From an optimization exercise on the open Yosys and OpenROAD flow, aimed at small area and a short achievable clock period; shortcuts taken in it are not production practice. Function was not checked in any run shown here: the RTL went through the layout flow alone.

==> flow/design.v (outline; a module is shown in full before it is edited, if it fits) <==
// module isq_square_tree: 496 lines
// module isq_xmul_tree: 638 lines
// module isq_ymul_tree: 642 lines
// module csa_fa: 10 lines
// module csa_fa1: 9 lines
// module csa_ha: 9 lines
// module inv_sqrt_unit: 184 lines
// module pipe_reg: 16 lines
module inv_sqrt_unit #(
	parameter logic [9:0] PIPE = 10'b1111111111
) (
	input  logic clk,
	input  logic reset,
	input  logic in_valid,
	input  fp_pkg::int_t in_value,
	output logic out_valid,
	output fp_pkg::fp_t  out_fp,
	output fp_pkg::int_t out_fixed
);
  // ...
==> flow/run.sh <==
#!/bin/bash
# synth_recipe.tcl (not shown) runs the flow's synth.tcl, then flattens the netlist and writes it again
# the make line also repeats each setting of config.mk as NAME=value (left out here)
make -C /OpenROAD-flow-scripts/flow DESIGN_CONFIG=/design/flow/config.mk WORK_HOME=/design/flow/orfs CLKGATE_MAP_FILE= SYNTH_SCRIPT=/design/flow/synth_recipe.tcl finish
==> flow/config.mk <==
export PLATFORM = sky130hd
export DESIGN_NAME = inv_sqrt_unit
export DESIGN_NICKNAME = inv_sqrt_unit
export VERILOG_FILES = /design/flow/design.v
export SDC_FILE = /design/flow/constraint.sdc
export NUM_CORES = 4
export LEC_CHECK = 0
export ABC_CLOCK_PERIOD_IN_PS = 3000
export CAP_MARGIN = 20
export CORE_MARGIN = 2
export CORE_UTILIZATION = 40
export SETUP_SLACK_MARGIN = 5
export SLEW_MARGIN = 20
export SYNTH_HIERARCHICAL = 1
export SYNTH_MINIMUM_KEEP_SIZE = 0
==> flow/constraint.sdc <==
create_clock -name core_clock -period 9.5 [get_ports {clk}]
set_input_delay 1.9000 -clock core_clock [delete_from_list [all_inputs] [get_ports {clk}]]
set_output_delay 1.9000 -clock core_clock [all_outputs]
set_load 0.01 [all_outputs]
==> impl_results.md, run 1 <==
- Largest register FFs: 75
- Avg Cell Area, Syn: 11.15 um^2
- Largest net degree at the start of global routing: 36
- Max stage delay cell, worst path: dfxtp_1
- CORE AREA: 77,720 um^2
- CTS tree: built
- Top cell category: multi-input combinational cells
- Worst slew pin tran: 1.058 ns
- Inverters, non-clock: 69
- Final HPWL DP: 49.39 mm
- DRC viols: 0
- CP Launch Type: flop
- Setup CP Type: flop to flop
- Clock Sinks: 469
- Met1 Use GR: 22.29%
- Met3 global-route usage: 2.440%
- Slew HR: 29.37%
- Dpl ws: 5.115 ns
- CP required: 9.99 ns
- Die height: 284.8 um
- Pins Over Slew Limit: 0
- Critical-path cell list: a22oi_1 > xnor2_1 > fa_1 > fa_1 > fa_1 > fa_1 > ha_1 > and4_2 > a221o_1 > a41o_1
- Unrepaired setup endpoints after global routing: no
- Hold EP: u_c7.q[39]
- Final wirelength: 68.75 mm
- Fmax: 232.9 MHz
- RR Endpoint: u_c8.q[4]
- Setup TNS: 0 ns
- GRT Util Overall: 17.12%
- Crit-path max cell delay: 0.75 ns
- Post-DR wirelength/cell: 18.42 um
- CP startpoint: u_c7.q[12]
- Status: complete, no violations
==> run 2, diff against run 1 <==
--- a/flow/config.mk
+++ b/flow/config.mk
@@ -6,5 +6,5 @@
 export NUM_CORES = 4
 export LEC_CHECK = 0
-export ABC_CLOCK_PERIOD_IN_PS = 3000
+export ABC_CLOCK_PERIOD_IN_PS = 2000
 export CAP_MARGIN = 20
 export CORE_MARGIN = 2
==> run 2 against run 1 <==
Still clean on timing, DRC and antenna. Worst setup slack is the same. Via count stayed put. Worst hold slack unchanged. Area after synthesis is the same. Clock skew stayed put. Critical path type unchanged. Largest cell class unchanged.
==> impl_results.md, run 2 <==
- Top Metal Used: met4
- Largest register FFs: 75 (unchanged)
- Avg Cell Area, Syn: 11.15 um^2 (unchanged)
- FF-to-FF path depth: 10
- DR pass1 iterations: 6
- Vias in the first global route: 21,240
- Worst slew pin tran: 1.058 ns (unchanged)
- Hold_buf cts: 0
- Final net count: 3,186
- Fmax: 232.9 MHz (unchanged)
- Status: complete, no violations
- CORE AREA: 77,720 um^2 (unchanged)
- Max Cap Viol: 0
- Hold wc startpoint: u_c6.q[33]
- Reg2reg start: u_c7.q[12]
- Starting Density: 40.57%
- Final HPWL DP: 49.39 mm (unchanged)
- Clock slew at reported path FFs: 0.07 ns
- CTS root buffer: clkbuf_16
- I/O Buffers: 55
- Largest net degree at the start of global routing: 36 (unchanged)
- Minimum clock period after layout: 4.293 ns
- Skew final: 0.01194 ns
- Routed wl met3: 3.299 mm
- Hold Crit Depth: 0
- Die width: 284.8 um
- Commonest non-fill, non-tap cell in the layout: dfxtp_1
- Final GP Congestion: 0.8647
- GRT Util Overall: 17.12% (unchanged)
- Full die area: 81,090 um^2
- Max stage delay cell, worst path: dfxtp_1
- CP most frequent cell: fa_1
- Pins Over Slew Limit: 0 (unchanged)
- Unrepaired setup endpoints after global routing: no
- Die height: 284.8 um (unchanged)
- Met1 WL: 30.11 mm
- Initial antenna violation count: 1
- Iter 0 DRT Violations: 1,625
- Critical-path cell list: a22oi_1 > xnor2_1 > fa_1 > fa_1 > fa_1 > fa_1 > ha_1 > and4_2 > a221o_1 > a41o_1
- CP Launch Type: flop
- Post-DRT Antenna Nets: 0
- H-tree levels: 2
- Post-DR wirelength/cell: 18.42 um (unchanged)
- Synthesis warning total: 16
- RR Endpoint: u_c8.q[4]
- Biggest regs: u_c3.q: 75 flops, u_c4.q: 62 flops, u_c5.q: 61 flops
- Critical Path AT: 4.78 ns
- Part of the cycle the worst path needs: 45.19%
- IO Pins: 63
- Worst skew pair latency: 0.59 ns
- Final wirelength: 68.75 mm (unchanged)
- Endpoints failing hold: 0
- Crit Path Max Fanout: 18
- DRC viols: 0 (unchanged)
- Remaining Overflow, GRT: 0
- Diode count: 0
- Global-route wire length before repair: 113.1 mm
- Clock Tree Buf Depth: 3
- Post-DR vias/cell: 5.259
- Final Setup Violations: 0
- CP required: 9.99 ns (about the same)
- Clock Sinks: 469 (unchanged)
- CTS Buf Count: 48
- Hold EP: u_c7.q[39]
- Critical Path End Type: flop
- Setup TNS: 0 ns (unchanged)
- CTS tree: built
- HP Class: flop to flop
- Row cnt: 102
- Worst reg-to-reg setup slack: 5.21 ns
- Crit-path max cell delay: 0.75 ns (about the same)
- Commonest cells after routing, fill and taps aside: dfxtp_1 (452), fa_1 (360), xnor2_1 (317)
- Utilization after layout: 42.73%
- Slew HR: 29.37% (unchanged)
- Synth-to-Final Area Change: 5.321%
- Top reg by flops: u_c3.q
- Via count: 19,630
- Met2 wire length: 33.34 mm
- Synth Instances: 2,828
- Synthesized cell area: 31,530 um^2
- Setup CP Type: flop to flop
- Share of layout cells above drive strength 1: 8.986%
-- run 2: cell type report --
| cell class | instances | area [um^2] |
|---|---|---|
| Clock buffer | 63 | 1358 |
| Clock inverter | 26 | 317.8 |
| Fill cell | 7185 | 44520 |
| Inverter | 69 | 259.0 |
| Multi-Input combinational cell | 1978 | 19760 |
| Sequential cell | 469 | 9410 |
| Tap cell | 1040 | 1301 |
| Timing Repair Buffer | 88 | 798.3 |
-- run 2: worst max path at each step --
| stage | startpoint | end | slack (ns) | cells after the start |
|---|---|---|---|---|
| 2_1_floorplan | u_c7.q[31] | u_c8.q[4] | 5.53 | 12 |
| 3_3_place_gp | u_c7.q[4] | u_c8.q[4] | 5.12 | 9 |
| 3_5_place_dp | u_c7.q[41] | u_c8.q[4] | 5.11 | 10 |
| 4_1_cts | u_c7.q[41] | u_c8.q[4] | 5.11 | 10 |
| 5_1_grt | u_c7.q[12] | u_c8.q[4] | 5.00 | 10 |
| 6_report | u_c7.q[12] | u_c8.q[4] | 5.21 | 10 |
-- run 2: layer usage --
layer  global-route usage, %  up-vias
li1                        -     9099
met1                   22.29     9823
met2                   29.05      575
met3                   2.440      136
met4                   6.053        0
met5                       0        -
-- run 2: timing repair --
action / CTS / global route
resized for setup: 0 / 16
setup endpoints to repair: 0 / 1
buffers inserted: 0 / 0
-- run 2: through the flow --
step                      area [um^2]  worst slack, ns  std cells  hold slack, ns
after floorplan                 31580            5.527       2842          0.3096
after global placement          31510            5.121       3644          0.3101
after detailed placement        31510            5.115       3644          0.3121
after CTS                       33190            5.106       3733          0.3177
after global routing            33210            5.000       3733          0.3099
final                           33210            5.207       3733          0.3124
-- run 2: worst max-delay path: cells and delay by family, from the launching register on --
family | cells | cell delay [ns]
simple gates | 1 | 0.25
xor+xnor | 1 | 0.20
flops | 1 | 0.75
fa+ha+maj | 5 | 2.26
compound gates | 3 | 0.75
==> module inv_sqrt_unit, before the edit <==
module inv_sqrt_unit #(
	parameter logic [9:0] PIPE = 10'b1111111111
) (
	input  logic clk,
	input  logic reset,
	input  logic in_valid,
	input  fp_pkg::int_t in_value,
	output logic out_valid,
	output fp_pkg::fp_t  out_fp,
	output fp_pkg::int_t out_fixed
);
	localparam int LAT = 1 + PIPE[0] + PIPE[1] + PIPE[2] + PIPE[3] + PIPE[4] +
		PIPE[5] + PIPE[6] + PIPE[7] + PIPE[8] + PIPE[9];
	logic [15:0] x;
	pipe_reg #(.W(16), .EN(PIPE[0])) u_c0 (.clk(clk), .d(in_value), .q(x));
	logic [15:0] n8, n4, n2, n1;
	logic [3:0]  lz;
	assign lz[3] = (x[15:8] == '0);
	assign n8 = lz[3] ? {x[7:0], 8'd0} : x;
	assign lz[2] = (n8[15:12] == '0);
	assign n4 = lz[2] ? {n8[11:0], 4'd0} : n8;
	assign lz[1] = (n4[15:14] == '0);
	assign n2 = lz[1] ? {n4[13:0], 2'd0} : n4;
	assign lz[0] = ~n2[15];
	assign n1 = lz[0] ? {n2[14:0], 1'b0} : n2;
	logic [14:0] a_m;
	logic [3:0]  a_p;
	pipe_reg #(.W(15+4), .EN(PIPE[1])) u_c1 (.clk(clk),
		.d({n1[14:0], ~lz}), .q({a_m, a_p}));
	logic        e0;
	logic [15:0] sub;
	logic [15:0] a_u;
	logic        a_b1;
	logic        a_t1;
	logic [3:0]  a_c;
	logic        a_z0;
	logic        a_zn;
	assign e0 = ~a_p[0];
	assign sub = {e0, a_m};
	assign a_u = 16'd28339 - sub;
	assign a_b1 = (sub > 16'd28339);
	assign a_t1 = a_b1 | (sub <= 16'd1193);
	assign a_c = 4'(({1'b0, a_p} + 5'd1) >> 1) + {3'd0, a_b1};
	assign a_z0 = (~a_b1 & ~e0 & ~a_t1) | (a_b1 & e0);
	assign a_zn = a_b1 & ~e0;
	logic [15:0] b_u;
	logic [14:0] b_m;
	logic [3:0]  b_c;
	logic        b_t1, b_z0, b_zn;
	pipe_reg #(.W(16+15+4+3), .EN(PIPE[2])) u_c2 (.clk(clk),
		.d({a_u, a_m, a_c, a_t1, a_z0, a_zn}),
		.q({b_u, b_m, b_c, b_t1, b_z0, b_zn}));
	logic [35:17] b_ra, b_rb;
	logic         b_ci;
	isq_square_tree u_square (.u(b_u), .ra(b_ra), .rb(b_rb), .ci(b_ci));
	logic [35:17] c_ra, c_rb;
	logic         c_ci;
	logic [15:0]  c_u;
	logic [14:0]  c_m;
	logic [3:0]   c_c;
	logic         c_t1, c_z0, c_zn;
	pipe_reg #(.W(19+19+1+16+15+4+3), .EN(PIPE[3])) u_c3 (.clk(clk),
		.d({b_ra, b_rb, b_ci, b_u, b_m, b_c, b_t1, b_z0, b_zn}),
		.q({c_ra, c_rb, c_ci, c_u, c_m, c_c, c_t1, c_z0, c_zn}));
	logic [35:17] c_p1;
	logic [16:0]  c_ysq;
	assign c_p1 = c_ra + c_rb + {18'd0, c_ci};
	assign c_ysq = c_t1 ? c_p1[34:18] : c_p1[33:17];
	logic [16:-1] c_mb;
	logic [7:0]   c_mone, c_mtwo;
	logic [6:0]   c_mneg;
	assign c_mb = {2'b01, c_m, 1'b0};
	always_comb begin
		for (int k = 0; k < 8; k++) begin
			c_mone[k] = c_mb[2*k] ^ c_mb[2*k-1];
			c_mtwo[k] = (c_mb[2*k+1] & ~c_mb[2*k] & ~c_mb[2*k-1]) |
				(~c_mb[2*k+1] & c_mb[2*k] & c_mb[2*k-1]);
		end
		for (int k = 0; k < 7; k++) begin
			c_mneg[k] = c_mb[2*k+1];
		end
	end
	logic [15:0] d_u;
	logic [7:0]  d_mone, d_mtwo;
	logic [6:0]  d_mneg;
	logic [16:0] d_ysq;
	logic [3:0]  d_c;
	logic        d_z0, d_zn;
	pipe_reg #(.W(16+23+17+4+2), .EN(PIPE[4])) u_c4 (.clk(clk),
		.d({c_u, c_mone, c_mtwo, c_mneg, c_ysq, c_c, c_z0, c_zn}),
		.q({d_u, d_mone, d_mtwo, d_mneg, d_ysq, d_c, d_z0, d_zn}));
	logic [33:15] d_ra, d_rb;
	logic         d_ci;
	isq_xmul_tree u_xmul (.s(d_ysq), .one(d_mone), .two(d_mtwo), .neg(d_mneg),
		.ra(d_ra), .rb(d_rb), .ci(d_ci));
	logic [33:15] e_ra, e_rb;
	logic         e_ci;
	logic [15:0]  e_u;
	logic [3:0]   e_c;
	logic         e_z0, e_zn;
	pipe_reg #(.W(19+19+1+16+4+2), .EN(PIPE[5])) u_c5 (.clk(clk),
		.d({d_ra, d_rb, d_ci, d_u, d_c, d_z0, d_zn}),
		.q({e_ra, e_rb, e_ci, e_u, e_c, e_z0, e_zn}));
	logic [33:15] e_q;
	logic         e_t2;
	logic [16:0]  e_xs;
	logic         e_d2;
	assign e_q = e_ra + e_rb + {18'd0, e_ci};
	assign e_t2 = e_q[33];
	assign e_xs = e_t2 ? e_q[32:16] : e_q[31:15];
	assign e_d2 = (e_z0 & ~e_t2) | (e_zn & e_t2);
	logic [15:0] f_u;
	logic [16:0] f_xs;
	logic [3:0]  f_c;
	logic        f_d2;
	pipe_reg #(.W(16+17+4+1), .EN(PIPE[6])) u_c6 (.clk(clk),
		.d({e_u, e_xs, e_c, e_d2}),
		.q({f_u, f_xs, f_c, f_d2}));
	logic [17:0] f_h;
	logic [17:0] f_dfull;
	logic [14:0] f_d;
	assign f_h = f_d2 ? 18'(({2'b01, f_xs} + 19'd1) >> 1) : {1'b1, f_xs};
	assign f_dfull = 18'd131072 - f_h;
	assign f_d = {f_dfull[14:1], f_dfull[0] & f_dfull[17]};
	logic [15:-1] f_db;
	logic [7:0]   f_done, f_dtwo, f_dneg;
	assign f_db = {f_d[14], f_d, 1'b0};
	always_comb begin
		for (int k = 0; k < 8; k++) begin
			f_done[k] = f_db[2*k] ^ f_db[2*k-1];
			f_dtwo[k] = (f_db[2*k+1] & ~f_db[2*k] & ~f_db[2*k-1]) |
				(~f_db[2*k+1] & f_db[2*k] & f_db[2*k-1]);
			f_dneg[k] = f_db[2*k+1];
		end
	end
	logic [15:0] g_u;
	logic [7:0]  g_done, g_dtwo, g_dneg;
	logic [3:0]  g_c;
	pipe_reg #(.W(16+24+4), .EN(PIPE[7])) u_c7 (.clk(clk),
		.d({f_u, f_done, f_dtwo, f_dneg, f_c}),
		.q({g_u, g_done, g_dtwo, g_dneg, g_c}));
	logic [36:17] g_ra, g_rb;
	logic         g_ci;
	isq_ymul_tree u_ymul (.u(g_u), .one(g_done), .two(g_dtwo), .neg(g_dneg),
		.ra(g_ra), .rb(g_rb), .ci(g_ci));
	logic [36:17] h_ra, h_rb;
	logic         h_ci;
	logic [3:0]   h_c;
	pipe_reg #(.W(20+20+1+4), .EN(PIPE[8])) u_c8 (.clk(clk),
		.d({g_ra, g_rb, g_ci, g_c}),
		.q({h_ra, h_rb, h_ci, h_c}));
	logic [36:17] h_w;
	assign h_w = h_ra + h_rb + {19'd0, h_ci};
	logic [36:17] i_w;
	logic [3:0]   i_c;
	pipe_reg #(.W(20+4), .EN(PIPE[9])) u_c9 (.clk(clk),
		.d({h_w, h_c}),
		.q({i_w, i_c}));
	logic [17:0] i_frac;
	logic [3:0]  i_exp;
	logic [19:0] i_fix;
	assign i_frac = i_w[36] ? i_w[35:18] : i_w[34:17];
	assign i_exp = 4'd15 - i_c + {3'd0, i_w[36]};
	assign i_fix = i_w >> (5'd4 + {1'b0, i_c});
	logic [LAT-1:0] vpipe;
	always_ff @(posedge clk) begin
		if (reset) begin
			vpipe <= '0;
		end else begin
			vpipe <= {vpipe[LAT-2:0], in_valid};
		end
	end
	assign out_valid = vpipe[LAT-1];
	logic [3:0]  o_exp;
	logic [17:0] o_frac;
	logic [13:0] o_fix;
	always_ff @(posedge clk) begin
		o_exp <= i_exp;
		o_frac <= i_frac;
		o_fix <= i_fix[13:0];
	end
	assign out_fp = {5'b00111, o_exp, o_frac};
	assign out_fixed = {2'b00, o_fix};
endmodule
==> run 3, diff against run 2 <==
--- a/flow/design.v
+++ b/flow/design.v
@@ -1820,5 +1820,5 @@
 `default_nettype none
 module inv_sqrt_unit #(
-	parameter logic [9:0] PIPE = 10'b1111111111
+	parameter logic [9:0] PIPE = 10'b1111111101
 ) (
 	input  logic clk,
==> run 3 against run 2 <==
Still clean on timing, DRC and antenna. Cell area up 0.13%. Core utilization up 0.34 points. Wire length down 0.50%. Global-route usage up 0.17 points. Die area down 1.4%. Non-clock buffer count up 41. Register-to-register slack worse by 0.06 ns. Worst setup slack worse by 0.056 ns. Via count up 0.46%. Flip-flop and latch count down 20. Synthesized cell count down 0.78%. Critical path type unchanged. Largest cell class unchanged.
==> impl_results.md, run 3 <==
- Status: complete, no violations
- CTS tree: built
- Synth Instances: 2,806 (-0.78%)
- HP Class: flop to flop
- Placement Cell Area: 31,050 um^2 (-1.5%)
- Utilization after layout: 43.06% (+0.34 points)
- Unrepaired setup endpoints after global routing: no
- Synth-to-Final Area Change: 6.929%
- Setup TNS: 0 ns (unchanged)
- Final HPWL DP: 46.65 mm (-5.6%)
- Largest register FFs: 75 (unchanged)
- Final GP Congestion: 0.8672 (+0.29%)
- Layout fillers: 7,171 (-0.19%)
- Setup WS post-layout: 5.151 ns (-0.05574 ns)
- Final net count: 3,192 (+0.19%)
- CTS Buf Count: 47 (-2.1%)
- Largest net degree at the start of global routing: 40 (+11%)
- Critical Path AT: 4.83 ns (+0.05 ns)
- Met1 Use GR: 22.35% (+0.059 points)
- Skew final: 0.02199 ns (+0.01004 ns)
- GR peak layer: met2
- Clock Tree Buf Depth: 3 (unchanged)
- Post-DRT Antenna Nets: 0 (unchanged)
- Crit Path Max Fanout: 17 (-1)
- CORE AREA: 77,210 um^2 (-0.66%)
- Clock Sinks: 449 (-4.3%)
- H-tree levels: 2 (unchanged)
- Final Setup Violations: 0 (unchanged)
- Share of layout cells above drive strength 1: 11.16% (+2.2 points)
- I/O Buffers: 55 (unchanged)
- Fmax: 230.0 MHz (-1.3%)
- Endpoints failing hold: 0 (unchanged)
- CP required: 9.98 ns (about the same)
- Final wirelength: 68.41 mm (-0.50%)
- Met3 global-route usage: 2.857% (+0.42 points)
- Starting Density: 40.27% (-0.29 points)
- Met2 Resource Use GR: 29.33% (+0.28 points)
- Via count: 19,720 (+0.46%)
- Commonest non-fill, non-tap cell in the layout: dfxtp_1
- Biggest regs: u_c3.q: 75 flops, u_c4.q: 62 flops, u_c5.q: 61 flops
- Worst skew pair latency: 0.60 ns (about the same)
- Setup CP Type: flop to flop
- Pins Over Slew Limit: 0 (unchanged)
- DRC viols: 0 (unchanged)
- Fin cells: 3,739 (+0.16%)
- CTS root buffer: clkbuf_16
- Max Cap Viol: 0 (unchanged)
- Top reg by flops: u_c3.q
- Dpl ws: 3.862 ns (-1.252 ns)
- Row cnt: 102 (unchanged)
- Fin area: 33,250 um^2 (+0.13%)
- Global-route wire length before repair: 110.8 mm (-2.1%)
- Critical Path End Type: flop
- Synthesis warning total: 15 (-1)
- Placed insts: 3,619 (-0.69%)
- Commonest cells after routing, fill and taps aside: dfxtp_1 (430), fa_1 (360), xnor2_1 (313)
- Full die area: 79,990 um^2 (-1.4%)
- Die width: 282.8 um (-0.68%)
- IO Pins: 63 (unchanged)
- DR pass1 iterations: 6 (unchanged)
- Fin Hold WS: 0.3129 ns (+0.0005490 ns)
- Slew HR: 27.36% (-2.0 points)
- Minimum clock period after layout: 4.349 ns (+0.05574 ns)
- Post-DR vias/cell: 5.275 (+0.30%)
- Clock slew at reported path FFs: 0.07 ns (about the same)
- CP Launch Type: flop
- Part of the cycle the worst path needs: 45.78% (+0.59 points)
- Vias in the first global route: 20,890 (-1.7%)
- Initial antenna violation count: 1 (unchanged)
- Avg Cell Area, Syn: 11.08 um^2 (-0.60%)
- Synthesized cell area: 31,100 um^2 (-1.4%)
- Worst slew pin tran: 1.088 ns (+0.03010 ns)
- Remaining Overflow, GRT: 0 (unchanged)
- Iter 0 DRT Violations: 1,472 (-9.4%)
- GRT Util Overall: 17.29% (+0.17 points)
- Worst reg-to-reg setup slack: 5.15 ns (-0.06 ns)
- Post-DR wirelength/cell: 18.30 um (-0.66%)
- Die height: 282.8 um (-0.68%)
==> run 3: cell count changes in the layout (fill, tap and decap cells not counted), moves of 8 or more <==
cell | before | now
mux2_2 | 45 | 37
buf_4 | 33 | 71
mux2_4 | 0 | 8
nand2_1 | 95 | 86
dfxtp_1 | 452 | 430
==> run 3: what timing repair did <==
| item | CTS | global route |
|---|---|---|
| gates cloned | 0 | 0 |
| setup buffers | 19 | 13 |
| pin swaps | 11 | 14 |
| resized for setup | 14 | 51 |
| hold buffers | 0 | 0 |
| setup endpoints to repair | 13 | 4 |
==> run 3: final cells by class <==
cell class	instances	area, um^2	share of cell area [%]
tap	1040	1301	3.913
timing repair buffer	129	1126	3.387
clock inverter	27	424.2	1.276
antenna	2	5.005	0.01505
clock buffer	59	1291	3.883
multi-input combinational	1960	19800	59.55
sequential	449	9012	27.10
inverter	73	290.3	0.8730
==> run 3: critical path: stages, from the launching register on <==
cell and delay, ns:
dfxtp_1 0.82, a22oi_1 0.22, xnor2_1 0.27, fa_1 0.46, fa_1 0.42, fa_1 0.54, fa_1 0.44, ha_1 0.33
and4_2 0.23, a221o_1 0.30, a41o_1 0.21
==> run 3: metal layers <==
metal,wire (um),up-vias
met1,29510,9959
met5,0,-
li1,-,9050
met4,1638,0
met3,3778,117
met2,33480,597
==> run 3: worst paths after layout <==
path                            startpoint        end  depth (start not counted)
worst max-delay path            u_c7.q[20]  u_c8.q[4]                         10
worst max register to register  u_c7.q[20]  u_c8.q[4]                         10
worst min-delay path             u_c2.q[7]  u_c3.q[7]                          0
worst min register to register   u_c2.q[7]  u_c3.q[7]                          0
==> run 4, diff against run 3 <==
==> flow/flow/run.sh (new file) <==
#!/bin/bash
set -euo pipefail
export SETUP_SLACK_MARGIN=6.0
bash standard.sh > standard.log 2>&1
==> flow/standard.sh (new file) <==
#!/bin/bash
# synth_recipe.tcl (not shown) runs the flow's synth.tcl, then flattens the netlist and writes it again
# the make line also repeats each setting of config.mk as NAME=value (left out here)
make -C /OpenROAD-flow-scripts/flow DESIGN_CONFIG=/design/flow/config.mk WORK_HOME=/design/flow/orfs CLKGATE_MAP_FILE= SYNTH_SCRIPT=/design/flow/synth_recipe.tcl "${@:-finish}"
--- a/flow/config.mk
+++ b/flow/config.mk
@@ -6,9 +6,7 @@
 export NUM_CORES = 4
 export LEC_CHECK = 0
-export ABC_CLOCK_PERIOD_IN_PS = 2000
 export CAP_MARGIN = 20
 export CORE_MARGIN = 2
 export CORE_UTILIZATION = 40
-export SETUP_SLACK_MARGIN = 5
 export SLEW_MARGIN = 20
 export SYNTH_HIERARCHICAL = 1
removed: flow/run.sh
==> run 4 against run 3 <==
Die area unchanged. Still clean. Cell area grew 5.0%. Area after synthesis unchanged. First-iteration DRC count decreased by 2.4%. Maximum frequency increased by 2.4%. Register-to-register slack improved by 0.10 ns.
==> impl_results.md, run 4 <==
- Synthesized cell area: 31,100 um^2 (unchanged)
- Final Setup Violations: 0 (unchanged)
- Clock Sinks: 449 (unchanged)
- Vias in the first global route: 21,670 (+3.7%)
- Biggest regs: u_c3.q: 75 flops, u_c4.q: 62 flops, u_c5.q: 61 flops
- Remaining Overflow, GRT: 0 (unchanged)
- Critical Path End Type: flop
- Dpl ws: 4.488 ns (+0.6257 ns)
- Fmax: 235.6 MHz (+2.4%)
- Initial antenna violation count: 4 (+3)
- Final net count: 3,313 (+3.8%)
- CORE AREA: 77,210 um^2 (unchanged)
- Clock slew at reported path FFs: 0.07 ns (about the same)
- Post-DR vias/cell: 5.327 (+0.98%)
- Row cnt: 102 (unchanged)
- Final wirelength: 71.30 mm (+4.2%)
- Max Cap Viol: 0 (unchanged)
- H-tree levels: 2 (unchanged)
- Skew final: 0.02534 ns (+0.003351 ns)
- DR pass1 iterations: 6 (unchanged)
- Diode count: 0 (-2)
- FF-to-FF path depth: 25 (+15)
- Top reg by flops: u_c3.q
- Max stage delay cell, worst path: or4_4
- Commonest non-fill, non-tap cell in the layout: dfxtp_1
- Critical Path AT: 4.72 ns (-0.11 ns)
- CP Launch Type: flop
- Clock Tree Buf Depth: 3 (unchanged)
- Layout fillers: 6,992 (-2.5%)
- IO Pins: 63 (unchanged)
- DRC viols: 0 (unchanged)
- CTS tree: built
- Commonest cells after routing, fill and taps aside: dfxtp_1 (398), fa_1 (346), xnor2_1 (305)
- Worst slew pin tran: 1.001 ns (-0.08673 ns)
- Final GP Congestion: 0.8639 (-0.38%)
- Reg area: 9160 um^2 (+1.6%)
- Synth-to-Final Area Change: 12.29%
- Worst skew pair latency: 0.59 ns (about the same)
- Full die area: 79,990 um^2 (unchanged)
- Die width: 282.8 um (unchanged)
- Area of the multi-input gates: 20,300 um^2 (+2.5%)
- CTS root buffer: clkbuf_16
- Slew HR: 33.24% (+5.9 points)
- Share of layout cells above drive strength 1: 18.54% (+7.4 points)
- Crit Path Max Fanout: 8 (-9)
- Unrepaired setup endpoints after global routing: yes
- Pins Over Slew Limit: 0 (unchanged)
- Part of the cycle the worst path needs: 44.69% (-1.1 points)
- Setup TNS: 0 ns (unchanged)
- Setup WS post-layout: 5.255 ns (+0.1034 ns)
- Post-DR wirelength/cell: 18.49 um (+1.1%)
- Via count: 20,540 (+4.1%)
- Global-route wire length before repair: 114.8 mm (+3.7%)
- Die height: 282.8 um (unchanged)
- Crit-path max cell delay: 0.58 ns (-0.24 ns)
- GRT Util Overall: 17.97% (+0.68 points)
- I/O Buffers: 55 (unchanged)
- Hold Crit Depth: 0 (unchanged)
- HP Class: flop to flop
- Iter 0 DRT Violations: 1,436 (-2.4%)
- Starting Density: 40.27% (unchanged)
- Minimum clock period after layout: 4.245 ns (-0.1034 ns)
- Final HPWL DP: 46.54 mm (-0.22%)
- Endpoints failing hold: 0 (unchanged)
- Largest register FFs: 75 (unchanged)
- CTS Buf Count: 46 (-2.1%)
- Post-DRT Antenna Nets: 0 (unchanged)
- Synth Instances: 2,806 (unchanged)
- Setup CP Type: flop to flop
- Synthesis warning total: 15 (unchanged)
- Status: complete, no violations
- Largest net degree at the start of global routing: 40 (unchanged)
- Avg Cell Area, Syn: 11.08 um^2 (unchanged)
- CP required: 9.97 ns (about the same)
-- run 4: changes by cell type in the layout (fill, tap and decap cells not counted), sizes merged --
cell | before | now
diode | 2 | 0
clkbuf | 59 | 57
buf | 74 | 194
xnor2 | 314 | 316
clkinv | 12 | 17
bufinv | 9 | 3
-- run 4: worst max-delay path, delay by kind of cell, from the launching register on --
family	cells	cell delay [ns]
AND/OR/NAND/NOR	11	1.88
AO/OA/AOI/OAI	9	1.13
buffers and inverters	3	0.48
flip-flops	1	0.34
adder cells (fa/ha/maj)	2	0.31
-- run 4: per-layer routing --
metal | share of wire (%) | track usage [%] | vias to the layer above
li1 | - | - | 9313
met1 | 42 | 23.14 | 10310
met2 | 48 | 30.05 | 744
met3 | 6.2 | 3.409 | 169
met4 | 3.3 | 6.526 | 0
met5 | 0 | 0 | -
-- run 4: through the flow --
stage	util, %	area (um^2)	cells	hold WS (ns)
5_1_grt	45.22	34920	3856	0.3192
6_report	45.22	34920	3856	0.3034
2_1_floorplan	-	31390	2820	0.3096
3_5_place_dp	40.43	31220	3624	0.3121
4_1_cts	44.55	34400	3835	0.3034
3_3_place_gp	40.43	31220	3624	0.3105
-- run 4: layout make-up --
class / count / area share (%)
clock inverters: 26 / 0.8886
well taps: 1040 / 3.727
clock buffers: 57 / 3.615
multi-input cells: 1962 / 58.14
inverters: 73 / 0.8421
flip-flops and latches: 449 / 26.23
repair buffers: 249 / 6.554
-- run 4: final timing paths --
path              startpoint          to  slack, ns
setup reg to reg  u_c0.q[13]   u_c2.q[6]       5.25
hold / removal    u_c6.q[34]  u_c7.q[40]       0.30
hold reg to reg   u_c6.q[34]  u_c7.q[40]       0.30
setup / recovery  u_c0.q[13]   u_c2.q[6]       5.25
-- run 4: repair_timing --
action / CTS / global route
hold buffers: 0 / 0
pin swaps: 50 / 49
gates resized for setup: 186 / 69
endpoints found under the hold margin: 0 / 0
cloned: 2 / 0
setup buffers: 126 / 21
setup endpoints to repair: 41 / 43
==> run 5, diff against run 4 <==
==> flow/flow/run.sh (replaced) <==
#!/bin/bash
set -euo pipefail
export SETUP_SLACK_MARGIN=5.5
bash standard.sh > standard.log 2>&1
==> run 5 against run 4 <==
Still clean. Final cell count is 1.5% lower. Non-clock buffer count is 57 lower. Synthesized cell count stayed put. Global-route usage fell by 0.79 points. Flip-flop and latch count stayed put. Critical path depth shrank 3. Worst setup slack better by 0.062 ns. Register-to-register slack better by 0.06 ns. Clock skew fell by 0.0073 ns. Wire length fell by 3.2%. Critical path type unchanged. Critical endpoint is now u_c2.q[5]. Largest cell class unchanged. Highest routed layer unchanged.
==> impl_results.md, run 5 <==
- HP Class: flop to flop
- Final GP Congestion: 0.8442 (-2.3%)
- Slew HR: 30.46% (-2.8 points)
- Hold Crit Depth: 0 (unchanged)
- Full die area: 79,990 um^2 (unchanged)
- CORE AREA: 77,210 um^2 (unchanged)
- Placed insts: 3,623 (-0.028%)
- Synthesis warning total: 15 (unchanged)
- Largest net degree at the start of global routing: 40 (unchanged)
- Critical-path cell list: or4_4 > o41ai_4 > buf_4 > nor2_4 > a221oi_4 > and2b_4 > nor2_4 > nor2b_2 > a211oi_4 > a211oi_4 > inv_4 > ha_4 > nor2_4 > o21ai_4 > a21oi_2 > or2_4 > nand3_4 > nand2_4 > ha_4 > ha_4 > xor2_1 > xnor2_1
- GRT Util Overall: 17.18% (-0.79 points)
- Skew final: 0.01809 ns (-0.007252 ns)
- Global-route wire length before repair: 110.0 mm (-4.2%)
- Worst skew pair latency: 0.59 ns (about the same)
- Hold EP: u_c7.q[39]
- Fin cells: 3,800 (-1.5%)
- Post-DR wirelength/cell: 18.16 um (-1.8%)
- Crit Path Max Fanout: 5 (-3)
- Largest register FFs: 75 (unchanged)
- Die width: 282.8 um (unchanged)
- Critical Path AT: 4.65 ns (-0.07 ns)
- Worst slew pin tran: 1.043 ns (+0.04163 ns)
- Clock Sinks: 449 (unchanged)
- Share of layout cells above drive strength 1: 14.78% (-3.8 points)
- Critical Path End Type: flop
- Biggest regs: u_c3.q: 75 flops, u_c4.q: 62 flops, u_c5.q: 61 flops
- CP required: 9.97 ns (about the same)
- Final Setup Violations: 0 (unchanged)
- Synthesized cell area: 31,100 um^2 (unchanged)
- Final net count: 3,255 (-1.8%)
- Hold wc startpoint: u_c6.q[33]
- CP Launch Type: flop
- Synth-to-Final Area Change: 8.940%
- Clock slew at reported path FFs: 0.07 ns (about the same)
- Commonest non-fill, non-tap cell in the layout: dfxtp_1
- Fmax: 239.1 MHz (+1.5%)
- Reg2reg start: u_c0.q[13]
- Top reg by flops: u_c3.q
- Pins Over Slew Limit: 0 (unchanged)
- Setup TNS: 0 ns (unchanged)
- Layout fillers: 7,135 (+2.0%)
- Post-DR vias/cell: 5.233 (-1.7%)
- Initial antenna violation count: 1 (-3)
- Synth Instances: 2,806 (unchanged)
- CTS root buffer: clkbuf_16
- Post-DRT Antenna Nets: 0 (unchanged)
- Diode count: 0 (unchanged)
- Commonest cells after routing, fill and taps aside: dfxtp_1 (405), fa_1 (357), xnor2_1 (313)
- Vias in the first global route: 20,930 (-3.4%)
- RR Endpoint: u_c2.q[5]
- Iter 0 DRT Violations: 1,283 (-11%)
- IO Pins: 63 (unchanged)
- Crit-path max cell delay: 0.58 ns (about the same)
- I/O Buffers: 55 (unchanged)
- Endpoints failing hold: 0 (unchanged)
- Avg Cell Area, Syn: 11.08 um^2 (unchanged)
- FF-to-FF path depth: 22 (-12%)
- DR pass1 iterations: 6 (unchanged)
- Final wirelength: 69.01 mm (-3.2%)
- Via count: 19,890 (-3.2%)
- H-tree levels: 2 (unchanged)
- Max stage delay cell, worst path: or4_4
- DRC viols: 0 (unchanged)
- Row cnt: 102 (unchanged)
- CTS Buf Count: 47 (+2.2%)
- Worst reg-to-reg setup slack: 5.32 ns (+0.06 ns)
- Die height: 282.8 um (unchanged)
- Max Cap Viol: 0 (unchanged)
- Part of the cycle the worst path needs: 44.03% (-0.66 points)
- Clock Tree Buf Depth: 3 (unchanged)
- Final HPWL DP: 47.28 mm (+1.6%)
- Minimum clock period after layout: 4.183 ns (-0.06232 ns)
- Status: complete, no violations
- Remaining Overflow, GRT: 0 (unchanged)
- Setup CP Type: flop to flop
- Unrepaired setup endpoints after global routing: yes
- Starting Density: 40.27% (unchanged)
- CTS tree: built
## run 5: cell types whose count changed in the layout (fill, tap and decap cells not counted), sizes merged
cell,before,now
buf,194,137
bufinv,3,4
xnor2,316,314
clkinv,17,16
clkinvlp,3,6
## run 5: metal layers
layer  vias to the layer above  routed length (um)  GRT usage [%]
li1                       9186                   -              -
met1                     10040               30000          21.97
met2                       541               34120          29.52
met3                       121                3297          2.816
met4                         0                1585          5.671
met5                         -                   0              0
## run 5: what timing repair did
item                       CTS  global route
gates cloned                 0             1
pin swaps                   20            26
resized for setup           87            60
hold endpoints to repair     0             0
setup buffers               36            54
setup endpoints to repair   20            18
hold buffers                 0             0
## run 5: critical path, delay by kind of cell (launching register included)
| kind | cells | cell delay (ns) |
|---|---|---|
| simple gates | 9 | 1.64 |
| flops | 1 | 0.34 |
| xor+xnor | 2 | 0.27 |
| compound gates | 6 | 1.04 |
| fa+ha+maj | 3 | 0.47 |
| buf+inv | 2 | 0.29 |
## run 5: stage by stage
stage          util, %  hold WS, ns  area, um^2  setup slack, ns
3_5_place_dp     40.33       0.3121       31140            4.360
6_report         43.87       0.3175       33880            5.317
5_1_grt          43.87       0.3184       33880            5.094
2_1_floorplan        -       0.3096       31220            5.508
4_1_cts          43.07       0.3135       33250            5.338
3_3_place_gp     40.33       0.3101       31140            4.491
## run 5: worst max-delay path by stage
stage / endpoint / start / slack (ns) / cells after the start
4_1_cts: u_c2.q[5] / u_c0.q[15] / 5.34 / 20
3_3_place_gp: u_c2.q[6] / u_c0.q[14] / 4.49 / 24
5_1_grt: u_c2.q[6] / u_c0.q[13] / 5.09 / 24
6_report: u_c2.q[5] / u_c0.q[13] / 5.32 / 22
3_5_place_dp: u_c2.q[5] / u_c0.q[13] / 4.36 / 22
2_1_floorplan: u_c2.q[5] / u_c0.q[14] / 5.51 / 23
## run 5: area by class of cell
type	count	area, um^2	share of cell area, %
clock buffers	57	1274	3.760
clock inverters	29	310.3	0.9160
inverters	73	295.3	0.8717
multi-input cells	1960	19920	58.81
flip-flops and latches	449	9111	26.90
well taps	1040	1301	3.841
repair buffers	192	1663	4.909
==> run 6, diff against run 5 <==
--- a/flow/design.v
+++ b/flow/design.v
@@ -1820,5 +1820,5 @@
 `default_nettype none
 module inv_sqrt_unit #(
-	parameter logic [9:0] PIPE = 10'b1111111101
+	parameter logic [9:0] PIPE = 10'b1111111111
 ) (
 	input  logic clk,
@@ -1865,10 +1865,9 @@
 	assign a_zn = a_b1 & ~e0;
 	logic [15:0] b_u;
-	logic [14:0] b_m;
 	logic [3:0]  b_c;
 	logic        b_t1, b_z0, b_zn;
-	pipe_reg #(.W(16+15+4+3), .EN(PIPE[2])) u_c2 (.clk(clk),
-		.d({a_u, a_m, a_c, a_t1, a_z0, a_zn}),
-		.q({b_u, b_m, b_c, b_t1, b_z0, b_zn}));
+	pipe_reg #(.W(16+4+3), .EN(PIPE[2])) u_c2 (.clk(clk),
+		.d({a_u, a_c, a_t1, a_z0, a_zn}),
+		.q({b_u, b_c, b_t1, b_z0, b_zn}));
 	logic [35:17] b_ra, b_rb;
 	logic         b_ci;
@@ -1877,14 +1876,17 @@
 	logic         c_ci;
 	logic [15:0]  c_u;
-	logic [14:0]  c_m;
 	logic [3:0]   c_c;
 	logic         c_t1, c_z0, c_zn;
-	pipe_reg #(.W(19+19+1+16+15+4+3), .EN(PIPE[3])) u_c3 (.clk(clk),
-		.d({b_ra, b_rb, b_ci, b_u, b_m, b_c, b_t1, b_z0, b_zn}),
-		.q({c_ra, c_rb, c_ci, c_u, c_m, c_c, c_t1, c_z0, c_zn}));
-	logic [35:17] c_p1;
+	pipe_reg #(.W(19+19+1+16+4+3), .EN(PIPE[3])) u_c3 (.clk(clk),
+		.d({b_ra, b_rb, b_ci, b_u, b_c, b_t1, b_z0, b_zn}),
+		.q({c_ra, c_rb, c_ci, c_u, c_c, c_t1, c_z0, c_zn}));
+	logic [35:16] c_p1;
 	logic [16:0]  c_ysq;
-	assign c_p1 = c_ra + c_rb + {18'd0, c_ci};
+	assign c_p1 = {c_ra, 1'b1} + {c_rb, c_ci};
 	assign c_ysq = c_t1 ? c_p1[34:18] : c_p1[33:17];
+	logic [15:0]  c_sub;
+	logic [14:0]  c_m;
+	assign c_sub = 16'd28339 - c_u;
+	assign c_m = c_sub[14:0];
 	logic [16:-1] c_mb;
 	logic [7:0]   c_mone, c_mtwo;
@@ -1922,9 +1924,9 @@
 		.d({d_ra, d_rb, d_ci, d_u, d_c, d_z0, d_zn}),
 		.q({e_ra, e_rb, e_ci, e_u, e_c, e_z0, e_zn}));
-	logic [33:15] e_q;
+	logic [33:14] e_q;
 	logic         e_t2;
 	logic [16:0]  e_xs;
 	logic         e_d2;
-	assign e_q = e_ra + e_rb + {18'd0, e_ci};
+	assign e_q = {e_ra, 1'b1} + {e_rb, e_ci};
 	assign e_t2 = e_q[33];
 	assign e_xs = e_t2 ? e_q[32:16] : e_q[31:15];
@@ -1937,10 +1939,8 @@
 		.d({e_u, e_xs, e_c, e_d2}),
 		.q({f_u, f_xs, f_c, f_d2}));
-	logic [17:0] f_h;
-	logic [17:0] f_dfull;
+	logic [15:0] f_negx;
 	logic [14:0] f_d;
-	assign f_h = f_d2 ? 18'(({2'b01, f_xs} + 19'd1) >> 1) : {1'b1, f_xs};
-	assign f_dfull = 18'd131072 - f_h;
-	assign f_d = {f_dfull[14:1], f_dfull[0] & f_dfull[17]};
+	assign f_negx = 16'd0 - f_xs[15:0];
+	assign f_d = f_d2 ? {f_negx[15:2], 1'b0} : {f_negx[14:1], f_xs[0]};
 	logic [15:-1] f_db;
 	logic [7:0]   f_done, f_dtwo, f_dneg;
@@ -1970,6 +1970,8 @@
 		.d({g_ra, g_rb, g_ci, g_c}),
 		.q({h_ra, h_rb, h_ci, h_c}));
+	logic [36:16] h_wf;
 	logic [36:17] h_w;
-	assign h_w = h_ra + h_rb + {19'd0, h_ci};
+	assign h_wf = {h_ra, 1'b1} + {h_rb, h_ci};
+	assign h_w = h_wf[36:17];
 	logic [36:17] i_w;
 	logic [3:0]   i_c;
==> flow/flow/run.sh (replaced) <==
#!/bin/bash
set -euo pipefail
export SETUP_SLACK_MARGIN=6.3
bash standard.sh > standard.log 2>&1
==> run 6 against run 5 <==
Still clean. Cell area up 2.9%. Area after synthesis up 0.76%. Worst hold slack got worse by 0.0038 ns. Clock-buffer cell count decreased by 3. Wire length rose by 4.9%. Via count increased by 2.8%.
==> impl_results.md, run 6 <==
- Crit Path Max Fanout: 8 (+3)
- HP Class: flop to flop
- Slew HR: 30.92% (+0.46 points)
- Hold wc startpoint: u_c4.q[53]
- Iter 0 DRT Violations: 1,383 (+7.8%)
- FF-to-FF path depth: 11 (-50%)
- Minimum clock period after layout: 3.694 ns (-0.4890 ns)
- Starting Density: 40.45% (+0.17 points)
- Row cnt: 102 (unchanged)
- Largest register FFs: 62 (-17%)
- Synthesized cell area: 31,330 um^2 (+0.76%)
- Largest net degree at the start of global routing: 44 (+10%)
- Hold_buf cts: 0 (unchanged)
- CP Launch Type: flop
- Post-DR vias/cell: 5.254 (+0.39%)
- Pins Over Slew Limit: 0 (unchanged)
- Synth Instances: 2,886 (+2.9%)
- Via count: 20,440 (+2.8%)
- I/O Buffers: 55 (unchanged)
- Reg2reg start: u_c7.q[25]
- GRT Util Overall: 17.85% (+0.67 points)
- IO Pins: 63 (unchanged)
- Top reg by flops: u_c4.q
- Synthesis warning total: 16 (+1)
- CP required: 9.99 ns (+0.02 ns)
- Fmax: 270.7 MHz (+13%)
- Critical Path End Type: flop
- Worst skew pair latency: 0.60 ns (about the same)
- Share of layout cells above drive strength 1: 17.12% (+2.3 points)
- Setup WS post-layout: 5.806 ns (+0.4890 ns)
- Diode count: 0 (unchanged)
- Die height: 283.9 um (+0.38%)
- Initial antenna violation count: 0 (-1)
- DRC viols: 0 (unchanged)
- Status: complete, no violations
- Dpl ws: 5.243 ns (+0.8828 ns)
- Skew final: 0.02593 ns (+0.007841 ns)
- Endpoints failing hold: 0 (unchanged)
- Post-DR wirelength/cell: 18.61 um (+2.5%)
- Worst slew pin tran: 1.027 ns (-0.01632 ns)
- Die width: 283.9 um (+0.38%)
- DR pass1 iterations: 5 (-1)
- Fin Hold WS: 0.3137 ns (-0.003809 ns)
- Biggest regs: u_c4.q: 62 flops, u_c5.q: 61 flops, u_c3.q: 60 flops
- Setup TNS: 0 ns (unchanged)
- Final GP Congestion: 0.8502 (+0.71%)
- Final HPWL DP: 49.73 mm (+5.2%)
- Clock Tree Buf Depth: 3 (unchanged)
- Final Setup Violations: 0 (unchanged)
- Commonest non-fill, non-tap cell in the layout: dfxtp_1
- Global-route wire length before repair: 116.8 mm (+6.2%)
- CTS Buf Count: 47 (unchanged)
- Post-DRT Antenna Nets: 0 (unchanged)
- Avg Cell Area, Syn: 10.86 um^2 (-2.0%)
- Max Cap Viol: 0 (unchanged)
- Final wirelength: 72.38 mm (+4.9%)
- CTS tree: built
- H-tree levels: 2 (unchanged)
- Part of the cycle the worst path needs: 38.88% (-5.1 points)
- Worst reg-to-reg setup slack: 5.81 ns (+0.49 ns)
- Clock Sinks: 438 (-2.4%)
- CORE AREA: 77,470 um^2 (+0.33%)
- Setup CP Type: flop to flop
- Remaining Overflow, GRT: 0 (unchanged)
- CP startpoint: u_c7.q[25]
- Synth-to-Final Area Change: 11.22%
- Vias in the first global route: 21,700 (+3.7%)
- Clock slew at reported path FFs: 0.06 ns (about the same)
- Final net count: 3,346 (+2.8%)
- Hold EP: u_c5.q[13]
- Full die area: 80,590 um^2 (+0.75%)
- Critical Path AT: 4.18 ns (-0.47 ns)
- Unrepaired setup endpoints after global routing: yes
- Hold Crit Depth: 0 (unchanged)
- CTS root buffer: clkbuf_16
- RR Endpoint: u_c8.q[4]
- Commonest cells after routing, fill and taps aside: dfxtp_1 (370), fa_1 (339), xnor2_1 (297)
run 6: cell types whose count changed in the layout (fill, tap and decap cells not counted), sizes merged, moves of 8 or more:
| cell | previous run | this run |
|---|---|---|
| clkdlybuf4s50 | 55 | 18 |
| dlygate4sd2 | 0 | 37 |
| nor2 | 67 | 86 |
| o21ai | 62 | 79 |
| mux2i | 40 | 56 |
| nand2 | 89 | 103 |
| a21o | 15 | 27 |
| o22ai | 5 | 17 |
| dfxtp | 449 | 438 |
| nor2b | 29 | 19 |
| a22oi | 247 | 255 |
run 6: cell type report:
class / count / area, um^2
Multi-Input combinational cell: 2054 / 20600
Tap cell: 1040 / 1301
Clock buffer: 54 / 1274
Sequential cell: 438 / 8999
Clock inverter: 33 / 470.5
Timing Repair Buffer: 201 / 1943
Inverter: 70 / 262.8
Fill cell: 7211 / 42620
run 6: metrics by stage:
stage | cell area, um^2 | std cells | utilization, %
after floorplan | 31580 | 2900 | -
after global placement | 31340 | 3689 | 40.45
final | 34850 | 3890 | 44.99
after global routing | 34850 | 3890 | 44.99
after detailed placement | 31350 | 3689 | 40.47
after CTS | 34130 | 3853 | 44.06
run 6: timing repair:
item,4_1_cts,5_1_grt
pin swaps,12,37
buffers inserted,76,36
gates resized for setup,209,81
endpoints found under the setup margin,82,31
cloned,1,1
run 6: critical path: stages (launching register included):
cell     delay (ns)
dfxtp_4        0.39
a22oi_2        0.25
xnor2_2        0.12
fa_2           0.40
fa_2           0.55
fa_1           0.44
fa_1           0.54
ha_4           0.21
a21oi_1        0.13
nand2_1        0.07
a221o_1        0.29
a41o_1         0.20
run 6: per-layer routing:
metal | global-route usage, % | wire length [um]
met5 | 0 | 0
met4 | 5.807 | 2013
met3 | 2.934 | 4044
met2 | 30.29 | 35210
met1 | 23.13 | 31110
run 6: worst max-delay path by stage:
stage | endpoint | slack, ns | cells after the start
finish | u_c8.q[4] | 5.81 | 11
global route | u_c8.q[4] | 5.71 | 10
CTS | u_c8.q[4] | 5.80 | 11
detailed placement | u_c8.q[4] | 5.24 | 11
global placement | u_c8.q[4] | 5.20 | 11
floorplan | u_c8.q[4] | 5.74 | 12

port drivers added, routing unchanged:
In the flow no input, the clock included, has a driving cell. The finished layouts below were timed again as built, in two steps. Step 1 (the two cells are an assumption about what drives the block):
set clk [get_ports {clk}]
set_driving_cell -lib_cell sky130_fd_sc_hd__clkbuf_16 $clk
set_driving_cell -lib_cell sky130_fd_sc_hd__buf_2 [delete_from_list [all_inputs] $clk]
Step 2 adds t to the input delays and takes it off the output delays; t is the mean of the earliest and latest rising clock arrival at the registers after step 1. Input paths then give back, and output paths get back, about the clock's delay inside the block. Three values: no drivers, after step 1, after step 2; two values: the first two.
| run | t, ns | setup slack, ns | worst setup path at the end |
|---|---|---|---|
| run 1 | 0.648 | 5.207 / 5.207 / 5.207 | register to register |
| run 2 | 0.648 | 5.207 / 5.207 / 5.207 | register to register |
| run 3 | 0.651 | 5.151 / 5.151 / 5.151 | register to register |
| run 4 | 0.641 | 5.255 / 5.255 / 5.255 | register to register |
| run 5 | 0.644 | 5.317 / 5.317 / 5.317 | register to register |
| run 6 | 0.642 | 5.806 / 5.806 / 5.806 | register to register |
After both steps every run listed still meets setup and hold.
